From an optimization exercise on the open Yosys and OpenROAD flow, aimed at small area, a short achievable clock period and few clock cycles per item; shortcuts taken in it are not production practice. At most, simulation tests tie the RTL to the original design; equivalence was not proved. Power figures rest on the tool's default switching activity, not on a simulated workload.

==> run a <==
==> flow/design.v <==
package scet_pkg;
    localparam int KEY_W     = 64;
    localparam int VALUE_W   = 32;
    localparam int OPCODE_W  = 2;
    localparam int COUNT_W   = 5;
    localparam int S_DATA_W  = 96;
    localparam int M_DATA_W  = 8;
    localparam int ENTRIES_DEF    = 16;
    localparam int KEY_BITS_DEF   = 64;
    localparam int VALUE_BITS_DEF = 32;
    typedef logic [OPCODE_W-1:0] opcode_t;
    localparam opcode_t OP_INSERT = 2'd0;
    localparam opcode_t OP_REMOVE = 2'd1;
    localparam opcode_t OP_SEARCH = 2'd2;
    localparam opcode_t OP_PRUNE  = 2'd3;
    typedef logic [COUNT_W-1:0] count_t;
    localparam count_t COUNT_MAX = 5'd31;
endpackage
module scet_ram #(
    parameter int WIDTH = 8,
    parameter int DEPTH = 16
) (
    input  logic                   aclk,
    input  logic [DEPTH-1:0]       we,
    input  logic [WIDTH-1:0]       wdata,
    output logic [DEPTH*WIDTH-1:0] rdata
);
    logic [WIDTH-1:0] mem [DEPTH];
    always_ff @(posedge aclk) begin
        for (int i = 0; i < DEPTH; i++) begin
            if (we[i]) begin
                mem[i] <= wdata;
            end
        end
    end
    always_comb begin
        for (int i = 0; i < DEPTH; i++) begin
            rdata[i*WIDTH +: WIDTH] = mem[i];
        end
    end
endmodule
import scet_pkg::*;
module second_chance_expiry_table_core
#(
    parameter int ENTRIES    = scet_pkg::ENTRIES_DEF,
    parameter int KEY_BITS   = scet_pkg::KEY_BITS_DEF,
    parameter int VALUE_BITS = scet_pkg::VALUE_BITS_DEF
) (
    input  logic                aclk,
    input  logic                aresetn,
    input  logic                s_tvalid,
    output logic                s_tready,
    input  logic [scet_pkg::S_DATA_W-1:0] s_tdata,    
    input  logic [scet_pkg::OPCODE_W-1:0] s_tuser,    
    output logic                m_tvalid,
    input  logic                m_tready,
    output logic [scet_pkg::M_DATA_W-1:0] m_tdata     
);
    localparam int RES_W = 2 + scet_pkg::COUNT_W;   
    localparam int QD    = 3;                       
    logic                  v0_reg;
    scet_pkg::opcode_t     op0_reg;
    logic [KEY_BITS-1:0]   key0_reg;
    logic [VALUE_BITS-1:0] val0_reg;
    logic                  rdy_reg;
    logic                  acc;
    assign acc = s_tvalid && rdy_reg;
    always_ff @(posedge aclk) begin
        op0_reg  <= s_tuser;
        key0_reg <= s_tdata[KEY_BITS-1:0];
        val0_reg <= s_tdata[scet_pkg::KEY_W +: VALUE_BITS];
    end
    logic [ENTRIES-1:0]            valid_reg, recent_reg, hit_reg;
    logic [ENTRIES*KEY_BITS-1:0]   keys;
    logic [ENTRIES*VALUE_BITS-1:0] vals;
    logic [ENTRIES-1:0]            key_we, val_we;
    logic [ENTRIES-1:0]            match, veq, ffree;
    logic                          found, anyfree, vhit;
    logic                          is_ins, is_rem, is_srch, is_prn;
    logic [ENTRIES-1:0]            valid_next, recent_next, hit_next;
    logic [ENTRIES-1:0]            setm;
    logic [RES_W-1:0]              res;
    scet_pkg::count_t              evicted;
    scet_ram #(.WIDTH(KEY_BITS), .DEPTH(ENTRIES)) u_keys (
        .aclk(aclk), .we(key_we), .wdata(key0_reg), .rdata(keys)
    );
    scet_ram #(.WIDTH(VALUE_BITS), .DEPTH(ENTRIES)) u_vals (
        .aclk(aclk), .we(val_we), .wdata(val0_reg), .rdata(vals)
    );
    assign is_ins  = v0_reg && (op0_reg == OP_INSERT);
    assign is_rem  = v0_reg && (op0_reg == OP_REMOVE);
    assign is_srch = v0_reg && (op0_reg == OP_SEARCH);
    assign is_prn  = v0_reg && (op0_reg == OP_PRUNE);
    always_comb begin
        for (int i = 0; i < ENTRIES; i++) begin
            match[i] = valid_reg[i] && (keys[i*KEY_BITS +: KEY_BITS] == key0_reg);
            veq[i]   = (vals[i*VALUE_BITS +: VALUE_BITS] == val0_reg);
        end
        for (int i = 0; i < ENTRIES; i++) begin
            ffree[i] = !valid_reg[i];
            for (int j = 0; j < i; j++) begin
                if (!valid_reg[j]) ffree[i] = 1'b0;
            end
        end
    end
    assign found   = |match;
    assign anyfree = ~&valid_reg;
    assign vhit    = |(match & veq);
    assign key_we = is_ins ? ffree : '0;
    assign val_we = is_ins ? (match | ffree) : '0;
    always_comb begin
        evicted = '0;
        for (int i = 0; i < ENTRIES; i++) begin
            evicted = evicted + scet_pkg::count_t'(valid_reg[i] && !recent_reg[i]);
        end
    end
    always_comb begin
        setm        = '0;
        valid_next  = valid_reg;
        recent_next = recent_reg;
        hit_next    = hit_reg;
        if (is_ins) setm = found ? match : ffree;
        if (is_srch) setm = match;
        if (is_rem) begin
            valid_next  = valid_reg & ~match;
        end
        if (is_prn) begin
            valid_next  = valid_reg & recent_reg;
            recent_next = recent_reg & hit_reg;
            hit_next    = '0;
        end
        valid_next  = valid_next | (is_ins ? setm : '0);
        recent_next = recent_next | setm;
        hit_next    = hit_next | setm;
    end
    always_comb begin
        res = '0;
        unique case (op0_reg)
            OP_INSERT: res = {scet_pkg::count_t'(0), !found && !anyfree, !found};
            OP_REMOVE: res = {scet_pkg::count_t'(0), 1'b0, found};
            OP_SEARCH: res = {scet_pkg::count_t'(0), 1'b0, vhit};
            OP_PRUNE:  res = {evicted, 1'b0, 1'b0};
        endcase
    end
    logic [RES_W-1:0] q_reg [QD];
    logic [1:0]       qn_reg, qn_next, qn_keep;
    logic             deliv;
    assign deliv   = (qn_reg != 2'd0) && m_tready;
    assign qn_keep = qn_reg - 2'(deliv);
    assign qn_next = qn_keep + 2'(v0_reg);
    always_ff @(posedge aclk) begin
        for (int i = 0; i < QD; i++) begin
            if (v0_reg && qn_keep == i) begin
                q_reg[i] <= res;
            end else if (deliv && i + 1 < QD) begin
                q_reg[i] <= q_reg[i+1];
            end
        end
    end
    always_ff @(posedge aclk) begin
        if (!aresetn) begin
            v0_reg     <= 1'b0;
            rdy_reg    <= 1'b1;
            qn_reg     <= 2'd0;
            valid_reg  <= '0;
            recent_reg <= '0;
            hit_reg    <= '0;
        end else begin
            v0_reg     <= acc;
            rdy_reg    <= (3'(acc) + 3'(qn_next)) < 3'(QD);
            qn_reg     <= qn_next;
            valid_reg  <= valid_next;
            recent_reg <= recent_next;
            hit_reg    <= hit_next;
        end
    end
    assign s_tready = rdy_reg;
    assign m_tvalid = (qn_reg != 2'd0);
    assign m_tdata  = {1'b0, q_reg[0]};
endmodule
==> flow/run.sh <==
#!/bin/bash
# synth_recipe.tcl (not shown) runs the flow's synth.tcl, then flattens the netlist and writes it again
# the make line also repeats each setting of config.mk as NAME=value (left out here)
make -C /OpenROAD-flow-scripts/flow DESIGN_CONFIG=/design/flow/config.mk WORK_HOME=/design/flow/orfs CLKGATE_MAP_FILE= SYNTH_SCRIPT=/design/flow/synth_recipe.tcl finish
==> flow/config.mk <==
export PLATFORM = sky130hd
export DESIGN_NAME = second_chance_expiry_table_core
export DESIGN_NICKNAME = second_chance_expiry_table_core
export VERILOG_FILES = /design/flow/design.v
export SDC_FILE = /design/flow/constraint.sdc
export NUM_CORES = 4
export LEC_CHECK = 0
export CAP_MARGIN = 20
export CORE_MARGIN = 2
export CORE_UTILIZATION = 40
export SLEW_MARGIN = 20
==> flow/constraint.sdc <==
create_clock -name core_clock -period 5.0 [get_ports {aclk}]
set_input_delay 1.0000 -clock core_clock [delete_from_list [all_inputs] [get_ports {aclk}]]
set_output_delay 1.0000 -clock core_clock [all_outputs]
set_load 0.01 [all_outputs]
==> inputs of run b, as changes to run a <==
==> flow/design.v, changed modules only <==
module second_chance_expiry_table_core
#(
    parameter int ENTRIES    = scet_pkg::ENTRIES_DEF,
    parameter int KEY_BITS   = scet_pkg::KEY_BITS_DEF,
    parameter int VALUE_BITS = scet_pkg::VALUE_BITS_DEF
) (
    input  logic                aclk,
    input  logic                aresetn,
    input  logic                s_tvalid,
    output logic                s_tready,
    input  logic [scet_pkg::S_DATA_W-1:0] s_tdata,    
    input  logic [scet_pkg::OPCODE_W-1:0] s_tuser,    
    output logic                m_tvalid,
    input  logic                m_tready,
    output logic [scet_pkg::M_DATA_W-1:0] m_tdata     
);
    localparam int RES_W = 2 + scet_pkg::COUNT_W;   
    localparam int QD    = 3;                       
    logic [KEY_BITS-1:0]   key_in;
    logic [VALUE_BITS-1:0] val_in;
    logic                  rdy_reg;
    logic                  acc;
    assign key_in = s_tdata[KEY_BITS-1:0];
    assign val_in = s_tdata[scet_pkg::KEY_W +: VALUE_BITS];
    assign acc    = s_tvalid && rdy_reg;
    logic [ENTRIES-1:0]            valid_reg, recent_reg, hit_reg;
    logic [ENTRIES-1:0]            valid_next, recent_next, hit_next;
    logic [ENTRIES*KEY_BITS-1:0]   keys;
    logic [ENTRIES*VALUE_BITS-1:0] vals;
    logic [ENTRIES-1:0]            key_we, val_we;
    logic [ENTRIES-1:0]    keq_a;
    logic                  vB_reg;
    scet_pkg::opcode_t     opB_reg;
    logic [ENTRIES-1:0]    keqB_reg;
    logic [VALUE_BITS-1:0] valB_reg;
    always_comb begin
        for (int i = 0; i < ENTRIES; i++) begin
            keq_a[i] = (keys[i*KEY_BITS +: KEY_BITS] == key_in);
        end
    end
    always_ff @(posedge aclk) begin
        opB_reg   <= s_tuser;
        keqB_reg  <= keq_a;
        valB_reg  <= val_in;
    end
    scet_ram #(.WIDTH(KEY_BITS), .DEPTH(ENTRIES)) u_keys (
        .aclk(aclk), .we(key_we), .wdata(key_in), .rdata(keys)
    );
    scet_ram #(.WIDTH(VALUE_BITS), .DEPTH(ENTRIES)) u_vals (
        .aclk(aclk), .we(val_we), .wdata(valB_reg), .rdata(vals)
    );
    assign key_we = ~valid_next;
    logic [ENTRIES-1:0] match, setm;
    logic [ENTRIES-1:0] cand_reg, cand_next;    
    logic [ENTRIES-1:0] low_other, low_kept;
    logic [VALUE_BITS-1:0] fval;
    logic               found, anyfree, vhit;
    logic               is_ins, is_rem, is_srch, is_prn;
    assign is_ins  = vB_reg && (opB_reg == OP_INSERT);
    assign is_rem  = vB_reg && (opB_reg == OP_REMOVE);
    assign is_srch = vB_reg && (opB_reg == OP_SEARCH);
    assign is_prn  = vB_reg && (opB_reg == OP_PRUNE);
    assign match = valid_reg & keqB_reg;
    always_comb begin
        fval = '0;
        for (int i = 0; i < ENTRIES; i++) begin
            fval = fval | (vals[i*VALUE_BITS +: VALUE_BITS] & {VALUE_BITS{match[i]}});
        end
    end
    function automatic logic [ENTRIES-1:0] lowest(input logic [ENTRIES-1:0] x);
        logic [ENTRIES-1:0] r;
        logic               seen;
        r    = '0;
        seen = 1'b0;
        for (int i = 0; i < ENTRIES; i++) begin
            r[i] = x[i] && !seen;
            seen = seen || x[i];
        end
        lowest = r;
    endfunction
    assign low_other = lowest(~valid_reg & ~cand_reg);       
    assign low_kept  = lowest(~(valid_reg & recent_reg));    
    always_comb begin
        cand_next = cand_reg;
        if (is_ins && !found && anyfree) cand_next = low_other;
        if (is_rem && !anyfree) cand_next = match;
        if (is_prn) cand_next = low_kept;
    end
    assign found   = |match;
    assign anyfree = ~&valid_reg;
    assign vhit    = found && (fval == valB_reg);
    assign val_we = is_ins ? (match | cand_reg) : '0;
    always_comb begin
        setm        = '0;
        valid_next  = valid_reg;
        recent_next = recent_reg;
        hit_next    = hit_reg;
        if (is_ins) setm = found ? match : cand_reg;
        if (is_srch) setm = match;
        if (is_rem) begin
            valid_next  = valid_reg & ~match;
        end
        if (is_prn) begin
            valid_next  = valid_reg & recent_reg;
            recent_next = recent_reg & hit_reg;
            hit_next    = '0;
        end
        valid_next  = valid_next | (is_ins ? setm : '0);
        recent_next = recent_next | setm;
        hit_next    = hit_next | setm;
    end
    scet_pkg::count_t c1_reg, c2_reg, c3_reg;
    scet_pkg::count_t c1_now;
    logic             f1, f2, f3;    
    logic             up3, dn3, act;
    logic             f1C_reg, f2C_reg, up3C_reg, dn3C_reg, prnC_reg;
    assign act = is_ins || is_srch || is_rem;
    assign f1  = act && |(match & ~recent_reg);
    assign f2  = act && |(match & recent_reg & ~hit_reg);
    assign f3  = act && |(match & recent_reg & hit_reg);
    assign up3 = (is_srch && (f1 || f2)) ||
                 (is_ins && (f1 || f2 || (!found && anyfree)));
    assign dn3 = is_rem && f3;
    assign c1_now = prnC_reg ? c2_reg : f1C_reg ? c1_reg - 5'd1 : c1_reg;
    always_ff @(posedge aclk) begin
        if (!aresetn) begin
            f1C_reg  <= 1'b0;
            f2C_reg  <= 1'b0;
            up3C_reg <= 1'b0;
            dn3C_reg <= 1'b0;
            prnC_reg <= 1'b0;
            c1_reg   <= '0;
            c2_reg   <= '0;
            c3_reg   <= '0;
        end else begin
            f1C_reg  <= f1;
            f2C_reg  <= f2;
            up3C_reg <= up3;
            dn3C_reg <= dn3;
            prnC_reg <= is_prn;
            c1_reg   <= c1_now;
            if (prnC_reg) begin
                c2_reg <= c3_reg;
                c3_reg <= '0;
            end else begin
                c2_reg <= f2C_reg ? c2_reg - 5'd1 : c2_reg;
                c3_reg <= up3C_reg ? c3_reg + 5'd1 : dn3C_reg ? c3_reg - 5'd1 : c3_reg;
            end
        end
    end
    logic [RES_W-1:0] res;
    logic [RES_W-1:0] q_reg [QD];
    logic [1:0]       qn_reg, qn_keep, qn_next;
    logic             deliv;
    always_comb begin
        res = '0;
        unique case (opB_reg)
            OP_INSERT: res = {scet_pkg::count_t'(0), !found && !anyfree, !found};
            OP_REMOVE: res = {scet_pkg::count_t'(0), 1'b0, found};
            OP_SEARCH: res = {scet_pkg::count_t'(0), 1'b0, vhit};
            OP_PRUNE:  res = {c1_now, 1'b0, 1'b0};
        endcase
    end
    assign deliv   = (qn_reg != 2'd0) && m_tready;
    assign qn_keep = qn_reg - 2'(deliv);
    assign qn_next = qn_keep + 2'(vB_reg);
    always_ff @(posedge aclk) begin
        for (int i = 0; i < QD; i++) begin
            if (vB_reg && qn_keep == i) begin
                q_reg[i] <= res;
            end else if (deliv && i + 1 < QD) begin
                q_reg[i] <= q_reg[i+1];
            end
        end
    end
    always_ff @(posedge aclk) begin
        if (!aresetn) begin
            vB_reg     <= 1'b0;
            rdy_reg    <= 1'b1;
            qn_reg     <= 2'd0;
            valid_reg  <= '0;
            cand_reg   <= ENTRIES'(1);
            recent_reg <= '0;
            hit_reg    <= '0;
        end else begin
            vB_reg     <= acc;
            rdy_reg    <= (3'(acc) + 3'(qn_next)) < 3'(QD);
            qn_reg     <= qn_next;
            valid_reg  <= valid_next;
            cand_reg   <= cand_next;
            recent_reg <= recent_next;
            hit_reg    <= hit_next;
        end
    end
    assign s_tready = rdy_reg;
    assign m_tvalid = (qn_reg != 2'd0);
    assign m_tdata  = {1'b0, q_reg[0]};
endmodule
- CORE_UTILIZATION: 40 -> 60
- SETUP_SLACK_MARGIN: default -> 2.5
==> qor summary <==
item                                                                                 run a                    run b
Worst Hold Depth                                                                         2                        1
Storage element area                                                             49880 µm²                49630 µm²
Global-route met3 utilization                                                      0.03909                  0.09720
Number of antenna violations at the first check in global routing                        9                        4
Via-to-Cell Ratio                                                                    5.191                    6.593
Result of the run                                                  complete, no violations  complete, no violations
Switching Share                                                                     0.2244                   0.2274
Global-route wire length before repair                                           268100 µm                327800 µm
Global-route met2 utilization                                                       0.3160                   0.6256
Cts bufs inserted                                                                      179                      171
Maximum number of pins on one net before global-route repair                            68                       43
Fraction of power consumed by the clock network                                      0.420                    0.398
Multi-input gate share of total cell area                                           0.2390                   0.2255
Crit share post-route                                                               0.8401                   0.6014
Reg2Reg Launch Point                                                         valid_reg[11]             valid_reg[7]
Power in combinational cells                                                       1.60 mW                  2.16 mW
Number of standard cells after synthesis                                              4365                     4626
Worst ir drop on vdd                                                              266.6 µV                 402.7 µV
End of the worst hold path                                                      hit_reg[3]                   vB_reg
Number of inserted diodes                                                                7                        1
Layout Cell Area excl Fill                                                       81480 µm²                86210 µm²
Layout clock buffers                                                                   270                      232
Placed Instance Area                                                             75850 µm²                72630 µm²
Testbench counts of run a, summed over its fixed seeds: cycles 4,016, items 4,000.
For run b, only the layout was checked, not whether the RTL still works.

[port drivers added, routing unchanged]
How much do the figures lean on ideal ports? The routed layouts below were timed once more, with nothing changed but the port constraints. Step 1, drivers: a clkbuf_16 drives aclk and a buf_2 each remaining input, both assumed. Step 2 times the ports against the registers' clock, not the clock port: input delays grow and output delays shrink by t, the midpoint of the rising clock arrivals with the driver on. Three values: no drivers, after step 1, after step 2; two values: the first two.
| run | shift t [ns] | setup WS [ns] | worst setup path at the end |
|---|---|---|---|
| run a | 0.880 | 0.800 / 0.800 / 0.800 | register to register |
| run b | 0.885 | 1.993 / 1.993 / 1.641 | input to register |
After both steps setup and hold are still met in every run listed. For run b, which loses most, drivers alone change the setup slack by 0.000 ns; drivers and shift together by -0.352 ns.
